From an optimization exercise on the open Yosys and OpenROAD flow, aimed at small area and a short achievable clock period; shortcuts taken in it are not production practice.
Only simulation tests tie the RTL to the original design; equivalence was not proved.
Power and IR drop assume default switching activity.

==> job 9175 <==
==> flow/design.v <==
`default_nettype none
package neoB1Pkg;
	typedef logic [11:0] palIndexT;
	localparam palIndexT LB_CLEAR = 12'hFFF;
	typedef enum logic
	{
		SPR_IDLE,
		SPR_EMIT
	} sprStateT;
	typedef enum logic
	{
		SCAN_IDLE,
		SCAN_ACTIVE
	} scanStateT;
endpackage
`default_nettype wire
`timescale 1ns/1ps
`default_nettype none
module spritePixelWriter #(
	parameter int LINE_WIDTH = 320,
	localparam int ADDR_W = $clog2(LINE_WIDTH)
) (
	input wire CLK_6MB,
	input wire nS1H1,
	input wire sprValid,
	output logic sprReady,
	input wire [ADDR_W-1:0] sprX,
	input wire [7:0] sprPal,
	input wire [31:0] sprGfx,
	output logic lbWrValid,
	input wire lbWrReady,
	output logic [ADDR_W-1:0] lbWrAddr,
	output neoB1Pkg::palIndexT lbWrData
);
	neoB1Pkg::sprStateT state;
	logic [7:0] stripPal;
	logic [31:0] stripGfx;
	logic [2:0] pixIdx;
	logic [3:0] pixColour;
	logic [ADDR_W:0] pixAddr;
	logic pixInRange;
	logic pixOpaque;
	logic advance;
	logic accept;
	assign pixColour = stripGfx[3:0];
	assign pixInRange = pixAddr < (ADDR_W + 1)'(LINE_WIDTH);
	assign pixOpaque = pixColour != 4'h0;
	assign lbWrValid = (state == neoB1Pkg::SPR_EMIT) && pixOpaque && pixInRange;
	assign lbWrAddr = pixAddr[ADDR_W-1:0];
	assign lbWrData = {stripPal, pixColour};
	assign advance = !lbWrValid || lbWrReady;
	assign sprReady = (state == neoB1Pkg::SPR_IDLE);
	assign accept = sprValid && sprReady;
	always_ff @(posedge CLK_6MB or posedge nS1H1)
	begin
		if (nS1H1)
		begin
			state <= neoB1Pkg::SPR_IDLE;
			pixIdx <= '0;
		end
		else
		begin
			case (state)
				neoB1Pkg::SPR_IDLE:
				begin
					if (sprValid)
					begin
						state <= neoB1Pkg::SPR_EMIT;
						pixIdx <= '0;
					end
				end
				neoB1Pkg::SPR_EMIT:
				begin
					if (advance)
					begin
						if (pixIdx == 3'd7)
							state <= neoB1Pkg::SPR_IDLE;
						pixIdx <= pixIdx + 3'd1;
					end
				end
				default: state <= neoB1Pkg::SPR_IDLE;
			endcase
		end
	end
	always_ff @(posedge CLK_6MB)
	begin
		if (accept)
		begin
			pixAddr <= {1'b0, sprX};
			stripPal <= sprPal;
			stripGfx <= sprGfx;
		end
		else if (!sprReady && advance)
		begin
			pixAddr <= pixAddr + 1'b1;
			stripGfx <= {4'h0, stripGfx[31:4]};
		end
	end
endmodule
`default_nettype wire
`timescale 1ns/1ps
`default_nettype none
module lineBuffer #(
	parameter int LINE_WIDTH = 320,
	parameter int COLS = 16,
	localparam int ROWS = (LINE_WIDTH + COLS - 1) / COLS,
	localparam int ADDR_W = $clog2(LINE_WIDTH),
	localparam int COL_W = $clog2(COLS)
) (
	input wire CLK_6MB,
	input wire nS1H1,
	input wire lineStart,
	input wire lbWrValid,
	output logic lbWrReady,
	input wire [ADDR_W-1:0] lbWrAddr,
	input wire neoB1Pkg::palIndexT lbWrData,
	input wire rdEn,
	output logic bankSelOut,
	input wire [1:0][COLS-1:0] rdCol,
	input wire [1:0][ROWS-1:0] rdRow,
	output neoB1Pkg::palIndexT rdData
);
	logic bankSel;
	logic wrFire;
	logic [COLS-1:0] wrCol;
	logic [ROWS-1:0] wrRow;
	neoB1Pkg::palIndexT bankRd [2];
	assign bankSelOut = bankSel;
	assign lbWrReady = !lineStart;
	assign wrFire = lbWrValid && lbWrReady;
	always_ff @(posedge CLK_6MB or posedge nS1H1)
	begin
		if (nS1H1)
			bankSel <= 1'b0;
		else if (lineStart)
			bankSel <= !bankSel;
	end
	always_comb
	begin
		for (int c = 0; c < COLS; c++)
			wrCol[c] = (lbWrAddr[COL_W-1:0] == COL_W'(c));
		for (int r = 0; r < ROWS; r++)
			wrRow[r] = (lbWrAddr[ADDR_W-1:COL_W] == (ADDR_W - COL_W)'(r));
	end
	for (genvar b = 0; b < 2; b++)
	begin : genBank
		logic [7:0] pal [ROWS*COLS];
		logic [3:0] col [ROWS*COLS];
		logic [ROWS-1:0] dirty;
		logic isWrBank;
		logic accEn;
		logic [COLS-1:0] accCol;
		logic [ROWS-1:0] accRow;
		logic [ROWS-1:0] rowWipe;
		logic [3:0] colBus [COLS];
		logic [ROWS-1:0] rdRowHere;
		neoB1Pkg::palIndexT rowRd [ROWS];
		assign isWrBank = (bankSel == b[0]);
		assign accEn = isWrBank ? wrFire : rdEn;
		assign accCol = isWrBank ? (wrCol & {COLS{wrFire}}) : (rdCol[b] & {COLS{rdEn}});
		assign accRow = isWrBank ? wrRow : rdRow[b];
		assign rowWipe = dirty & {ROWS{accEn}};
		assign rdRowHere = rdRow[b] & ~dirty;
		for (genvar c = 0; c < COLS; c++)
		begin : genColBus
			assign colBus[c] = (isWrBank && wrCol[c]) ? lbWrData[3:0] : 4'h0;
		end
		always_ff @(posedge CLK_6MB or posedge nS1H1)
		begin
			if (nS1H1)
				dirty <= '1;
			else if (accEn)
				dirty <= dirty & ~accRow;
		end
		for (genvar r = 0; r < ROWS; r++)
		begin : genRow
			for (genvar c = 0; c < COLS; c++)
			begin : genEntry
				localparam int A = r * COLS + c;
				if (A < LINE_WIDTH)
				begin : genLive
					always_ff @(posedge CLK_6MB)
					begin
						if (accRow[r] && (accCol[c] || rowWipe[r]))
						begin
							pal[A] <= lbWrData[11:4];
							col[A] <= colBus[c];
						end
					end
				end
				else
				begin : genDead
					assign pal[A] = '0;
					assign col[A] = '0;
				end
			end
			always_comb
			begin
				rowRd[r] = '0;
				for (int c = 0; c < COLS; c++)
					rowRd[r] = rowRd[r] | ({pal[r*COLS+c], col[r*COLS+c]} & {12{rdCol[b][c]}});
			end
		end
		always_comb
		begin
			bankRd[b] = '0;
			for (int r = 0; r < ROWS; r++)
				bankRd[b] = bankRd[b] | (rowRd[r] & {12{rdRowHere[r]}});
		end
	end
	assign rdData = bankRd[0] | bankRd[1];
endmodule
`default_nettype wire
`timescale 1ns/1ps
`default_nettype none
module paletteAddressMux #(
	parameter int LINE_WIDTH = 320,
	parameter int COLS = 16,
	localparam int ROWS = (LINE_WIDTH + COLS - 1) / COLS
) (
	input wire CLK_6MB,
	input wire nS1H1,
	input wire lineStart,
	input wire [7:0] fixData,
	input wire [3:0] fixPal,
	input wire cpuPalSel,
	input wire neoB1Pkg::palIndexT cpuPalAddr,
	output logic rdEn,
	input wire bankSel,
	output logic [1:0][COLS-1:0] rdCol,
	output logic [1:0][ROWS-1:0] rdRow,
	input wire neoB1Pkg::palIndexT rdData,
	output neoB1Pkg::palIndexT palAddr
);
	logic scanOn;
	logic lastPix;
	logic pixOdd;
	logic [3:0] fixNibble;
	logic fixOpaque;
	neoB1Pkg::palIndexT s1Pix;
	neoB1Pkg::palIndexT palReg;
	assign rdEn = scanOn;
	always_ff @(posedge CLK_6MB or posedge nS1H1)
	begin
		if (nS1H1)
			scanOn <= 1'b0;
		else if (lineStart)
			scanOn <= 1'b1;
		else if (lastPix)
			scanOn <= 1'b0;
	end
	assign lastPix = (rdRow[0][ROWS-1] && rdCol[0][(LINE_WIDTH - 1) % COLS])
		|| (rdRow[1][ROWS-1] && rdCol[1][(LINE_WIDTH - 1) % COLS]);
	for (genvar b = 0; b < 2; b++)
	begin : genPos
		always_ff @(posedge CLK_6MB)
		begin
			if (lineStart)
			begin
				rdCol[b] <= (bankSel == b[0]) ? COLS'(1) : '0;
				rdRow[b] <= (bankSel == b[0]) ? ROWS'(1) : '0;
			end
			else if (scanOn)
			begin
				rdCol[b] <= {rdCol[b][COLS-2:0], rdCol[b][COLS-1]};
				if (rdCol[b][COLS-1])
					rdRow[b] <= {rdRow[b][ROWS-2:0], 1'b0};
			end
		end
	end
	always_ff @(posedge CLK_6MB)
	begin
		if (lineStart)
			pixOdd <= 1'b0;
		else if (scanOn)
			pixOdd <= !pixOdd;
	end
	assign fixNibble = pixOdd ? fixData[7:4] : fixData[3:0];
	assign fixOpaque = fixNibble != 4'h0;
	always_ff @(posedge CLK_6MB)
	begin
		s1Pix[11:4] <= fixOpaque ? {4'h0, fixPal} : rdData[11:4];
	end
	always_ff @(posedge CLK_6MB or posedge nS1H1)
	begin
		if (nS1H1)
			s1Pix[3:0] <= 4'h0;
		else if (!scanOn)
			s1Pix[3:0] <= 4'h0;
		else
			s1Pix[3:0] <= fixOpaque ? fixNibble : rdData[3:0];
	end
	always_ff @(posedge CLK_6MB or posedge nS1H1)
	begin
		if (nS1H1)
			palReg <= neoB1Pkg::LB_CLEAR;
		else if (s1Pix[3:0] == 4'h0)
			palReg <= neoB1Pkg::LB_CLEAR;
		else
			palReg <= s1Pix;
	end
	assign palAddr = cpuPalSel ? cpuPalAddr : palReg;
endmodule
`default_nettype wire
`timescale 1ns/1ps
`default_nettype none
module watchdog #(
	parameter int WD_LIMIT = 8192,
	parameter int WD_PULSE = 16,
	localparam int IDLE_W = $clog2(WD_LIMIT),
	localparam int PULSE_W = $clog2(WD_PULSE),
	localparam int CNT_W = (IDLE_W > PULSE_W) ? IDLE_W : PULSE_W
) (
	input wire CLK_6MB,
	input wire nS1H1,
	input wire wdKick,
	output logic nHalt,
	output logic nReset
);
	logic [CNT_W-1:0] cnt;
	logic firing;
	always_ff @(posedge CLK_6MB or posedge nS1H1)
	begin
		if (nS1H1)
		begin
			cnt <= '0;
			firing <= 1'b0;
		end
		else if (firing)
		begin
			if (cnt == CNT_W'(WD_PULSE - 1))
			begin
				firing <= 1'b0;
				cnt <= '0;
			end
			else
				cnt <= cnt + 1'b1;
		end
		else if (wdKick)
			cnt <= '0;
		else if (cnt == CNT_W'(WD_LIMIT - 1))
		begin
			firing <= 1'b1;
			cnt <= '0;
		end
		else
			cnt <= cnt + 1'b1;
	end
	assign nHalt = !firing;
	assign nReset = !firing;
endmodule
`default_nettype wire
`timescale 1ns/1ps
`default_nettype none
module neoB1 #(
	parameter int LINE_WIDTH = 320,
	parameter int WD_LIMIT = 8192,
	parameter int WD_PULSE = 16,
	localparam int ADDR_W = $clog2(LINE_WIDTH),
	localparam int COLS = 16,
	localparam int ROWS = (LINE_WIDTH + COLS - 1) / COLS
) (
	input wire CLK_6MB,
	input wire nS1H1,
	input wire sprValid,
	output logic sprReady,
	input wire [ADDR_W-1:0] sprX,
	input wire [7:0] sprPal,
	input wire [31:0] sprGfx,
	input wire lineStart,
	input wire [7:0] fixData,
	input wire [3:0] fixPal,
	input wire cpuPalSel,
	input wire neoB1Pkg::palIndexT cpuPalAddr,
	input wire wdKick,
	output neoB1Pkg::palIndexT palAddr,
	output logic nHalt,
	output logic nReset
);
	logic rdEn;
	logic bankSel;
	logic [1:0][COLS-1:0] rdCol;
	logic [1:0][ROWS-1:0] rdRow;
	neoB1Pkg::palIndexT rdData;
	logic lbWrValid;
	logic lbWrReady;
	logic [ADDR_W-1:0] lbWrAddr;
	neoB1Pkg::palIndexT lbWrData;
	spritePixelWriter #(.LINE_WIDTH(LINE_WIDTH)) spritePixelWriter_inst (
		.CLK_6MB (CLK_6MB),
		.nS1H1 (nS1H1),
		.sprValid (sprValid),
		.sprReady (sprReady),
		.sprX (sprX),
		.sprPal (sprPal),
		.sprGfx (sprGfx),
		.lbWrValid (lbWrValid),
		.lbWrReady (lbWrReady),
		.lbWrAddr (lbWrAddr),
		.lbWrData (lbWrData)
	);
	lineBuffer #(.LINE_WIDTH(LINE_WIDTH), .COLS(COLS)) lineBuffer_inst (
		.CLK_6MB (CLK_6MB),
		.nS1H1 (nS1H1),
		.lineStart (lineStart),
		.lbWrValid (lbWrValid),
		.lbWrReady (lbWrReady),
		.lbWrAddr (lbWrAddr),
		.lbWrData (lbWrData),
		.rdEn (rdEn),
		.bankSelOut (bankSel),
		.rdCol (rdCol),
		.rdRow (rdRow),
		.rdData (rdData)
	);
	paletteAddressMux #(.LINE_WIDTH(LINE_WIDTH), .COLS(COLS)) paletteAddressMux_inst (
		.CLK_6MB (CLK_6MB),
		.nS1H1 (nS1H1),
		.lineStart (lineStart),
		.fixData (fixData),
		.fixPal (fixPal),
		.cpuPalSel (cpuPalSel),
		.cpuPalAddr (cpuPalAddr),
		.rdEn (rdEn),
		.bankSel (bankSel),
		.rdCol (rdCol),
		.rdRow (rdRow),
		.rdData (rdData),
		.palAddr (palAddr)
	);
	watchdog #(.WD_LIMIT(WD_LIMIT), .WD_PULSE(WD_PULSE)) watchdog_inst (
		.CLK_6MB (CLK_6MB),
		.nS1H1 (nS1H1),
		.wdKick (wdKick),
		.nHalt (nHalt),
		.nReset (nReset)
	);
endmodule
`default_nettype wire
==> flow/flow/run.sh <==
#!/bin/bash
# The standard layout, with the CPU palette bypass pins kept together on one edge
# (flow/io_pins.tcl, read before the pins are placed) and global routing kept mostly
# off met1 (flow/grt_layers.tcl, read before global routing).
set -euo pipefail
work=$(pwd)
export PRE_IO_PLACEMENT_TCL="$work/flow/io_pins.tcl"
export PRE_GLOBAL_ROUTE_TCL="$work/flow/grt_layers.tcl"
bash "$work/standard.sh" > "$work/standard_flow.log" 2>&1
==> flow/flow/grt_layers.tcl <==
# The flip-flops block most met1 tracks inside the cells: keep global routing mostly off met1
set_global_routing_layer_adjustment met1 0.85
set_global_routing_layer_adjustment met2-met5 0.2
==> flow/flow/io_pins.tcl <==
# Keep the CPU palette bypass (cpuPalSel, cpuPalAddr -> palAddr) on one stretch of one edge,
# each palAddr pin beside its cpuPalAddr pin and cpuPalSel in the middle.
set pins {}
for {set i 0} {$i < 6} {incr i} {
  lappend pins "cpuPalAddr\[$i\]" "palAddr\[$i\]"
}
lappend pins cpuPalSel
for {set i 6} {$i < 12} {incr i} {
  lappend pins "cpuPalAddr\[$i\]" "palAddr\[$i\]"
}
set_io_pin_constraint -pin_names $pins -region left:* -group -order
==> flow/standard.sh <==
#!/bin/bash
# synth_recipe.tcl (not shown) runs the flow's synth.tcl, then flattens the netlist and writes it again
# the make line also repeats each setting of config.mk as NAME=value (left out here)
make -C /OpenROAD-flow-scripts/flow DESIGN_CONFIG=/design/flow/config.mk WORK_HOME=/design/flow/orfs CLKGATE_MAP_FILE= SYNTH_SCRIPT=/design/flow/synth_recipe.tcl "${@:-finish}"
==> flow/config.mk <==
export PLATFORM = sky130hd
export DESIGN_NAME = neoB1
export DESIGN_NICKNAME = neoB1
export VERILOG_FILES = /design/flow/design.v
export SDC_FILE = /design/flow/constraint.sdc
export NUM_CORES = 4
export LEC_CHECK = 0
export CAP_MARGIN = 20
export CORE_MARGIN = 2
export CORE_UTILIZATION = 40
export CTS_CLUSTER_DIAMETER = 60
export CTS_CLUSTER_SIZE = 20
export SETUP_SLACK_MARGIN = 4.4
export SLEW_MARGIN = 20
==> flow/constraint.sdc <==
create_clock -name core_clock -period 8.0 [get_ports {CLK_6MB}]
set_input_delay 1.6000 -clock core_clock [delete_from_list [all_inputs] [get_ports {CLK_6MB}]]
set_output_delay 1.6000 -clock core_clock [all_outputs]
set_load 0.01 [all_outputs]
==> inputs of job 3180, as changes to job 9175 <==
==> flow/flow/run.sh (replaced) <==
#!/bin/bash
# The standard layout, with the CPU palette bypass pins kept together on one edge
# (flow/io_pins.tcl, read before the pins are placed), global routing kept mostly
# off met1 (flow/grt_layers.tcl, read before global routing) and more rounds of
# antenna repair after detailed routing.
set -euo pipefail
work=$(pwd)
export PRE_IO_PLACEMENT_TCL="$work/flow/io_pins.tcl"
export PRE_GLOBAL_ROUTE_TCL="$work/flow/grt_layers.tcl"
export MAX_REPAIR_ANTENNAS_ITER_DRT=10
bash "$work/standard.sh" > "$work/standard_flow.log" 2>&1
CAP_MARGIN = 40   (was 20)
CELL_PAD_IN_SITES_DETAIL_PLACEMENT = 1   (was unset)
CELL_PAD_IN_SITES_GLOBAL_PLACEMENT = 2   (was unset)
SLEW_MARGIN = 40   (was 20)
==> inputs of job 4836, as changes to job 9175 <==
==> flow/flow/run.sh (replaced) <==
#!/bin/bash
# The standard layout, with the CPU palette bypass pins kept together on one edge
# (flow/io_pins.tcl, read before the pins are placed), global routing kept mostly
# off met1 (flow/grt_layers.tcl, read before global routing) and more rounds of
# antenna repair after detailed routing.
set -euo pipefail
work=$(pwd)
export PRE_IO_PLACEMENT_TCL="$work/flow/io_pins.tcl"
export PRE_GLOBAL_ROUTE_TCL="$work/flow/grt_layers.tcl"
export MAX_REPAIR_ANTENNAS_ITER_DRT=10
bash "$work/standard.sh" > "$work/standard_flow.log" 2>&1
CAP_MARGIN = 50   (was 20)
CELL_PAD_IN_SITES_DETAIL_PLACEMENT = 1   (was unset)
CELL_PAD_IN_SITES_GLOBAL_PLACEMENT = 2   (was unset)
SETUP_SLACK_MARGIN = 4.0   (was 4.4)
SLEW_MARGIN = 50   (was 20)
==> results.txt <==
Register-to-register slack: job 3180 > job 9175 > job 4836. In die area, job 4836 and job 3180 do not differ. Job 9175 reached the layout checks and failed them: antenna violations, max-capacitance violations, max-slew violations. Job 3180 ran to the end with no violations. Job 4836 produced a clean layout. In clock power, job 3180 and job 4836 hardly differ. The lowest sequential share of layout area belongs to job 3180, the highest to job 9175. The highest combinational power belongs to job 3180, the lowest to job 9175. The lowest core utilization belongs to job 9175, the highest to job 3180. Wire length: job 3180 is larger than job 4836 (3.3%). Between job 4836 and job 3180, the lower non-clock buffer count is in job 4836 (gap 295). Total power: job 9175 < job 4836 < job 3180.

==> static timing again, ports no longer ideal <==
The flow's constraints put no driver on any port. The routed layouts listed below were extracted and timed again, unchanged, in two steps.
Step 1 (the two cells are an assumption about what drives the block):
set clk [get_ports {CLK_6MB}]
set_driving_cell -lib_cell sky130_fd_sc_hd__clkbuf_16 $clk
set_driving_cell -lib_cell sky130_fd_sc_hd__buf_2 [delete_from_list [all_inputs] $clk]
Step 2, shift: input delay + t, output delay - t, t = (earliest + latest rising clock arrival at the registers) / 2. This alone moves slack from input paths to output paths.
Three values: no drivers, after step 1, after step 2; two values: the first two.
run | shift t [ns] | setup slack, ns | hold slack, ns | worst setup path after step 2 | worst data-port slew with drivers (ns)
job 9175 | 1.318 | 3.825 / 3.825 / 3.352 | 0.467 / 0.467 / 0.467 | input to register | 0.24
job 3180 | 1.361 | 4.037 / 4.037 / 3.366 | 0.469 / 0.469 / 0.469 | input to register | 0.24
job 4836 | 1.342 | 3.723 / 3.723 / 3.144 | 0.468 / 0.468 / 0.468 | input to register | 0.23
The setup slack of job 3180, which loses most, moves by 0.000 ns with the drivers and by -0.671 ns with both steps.
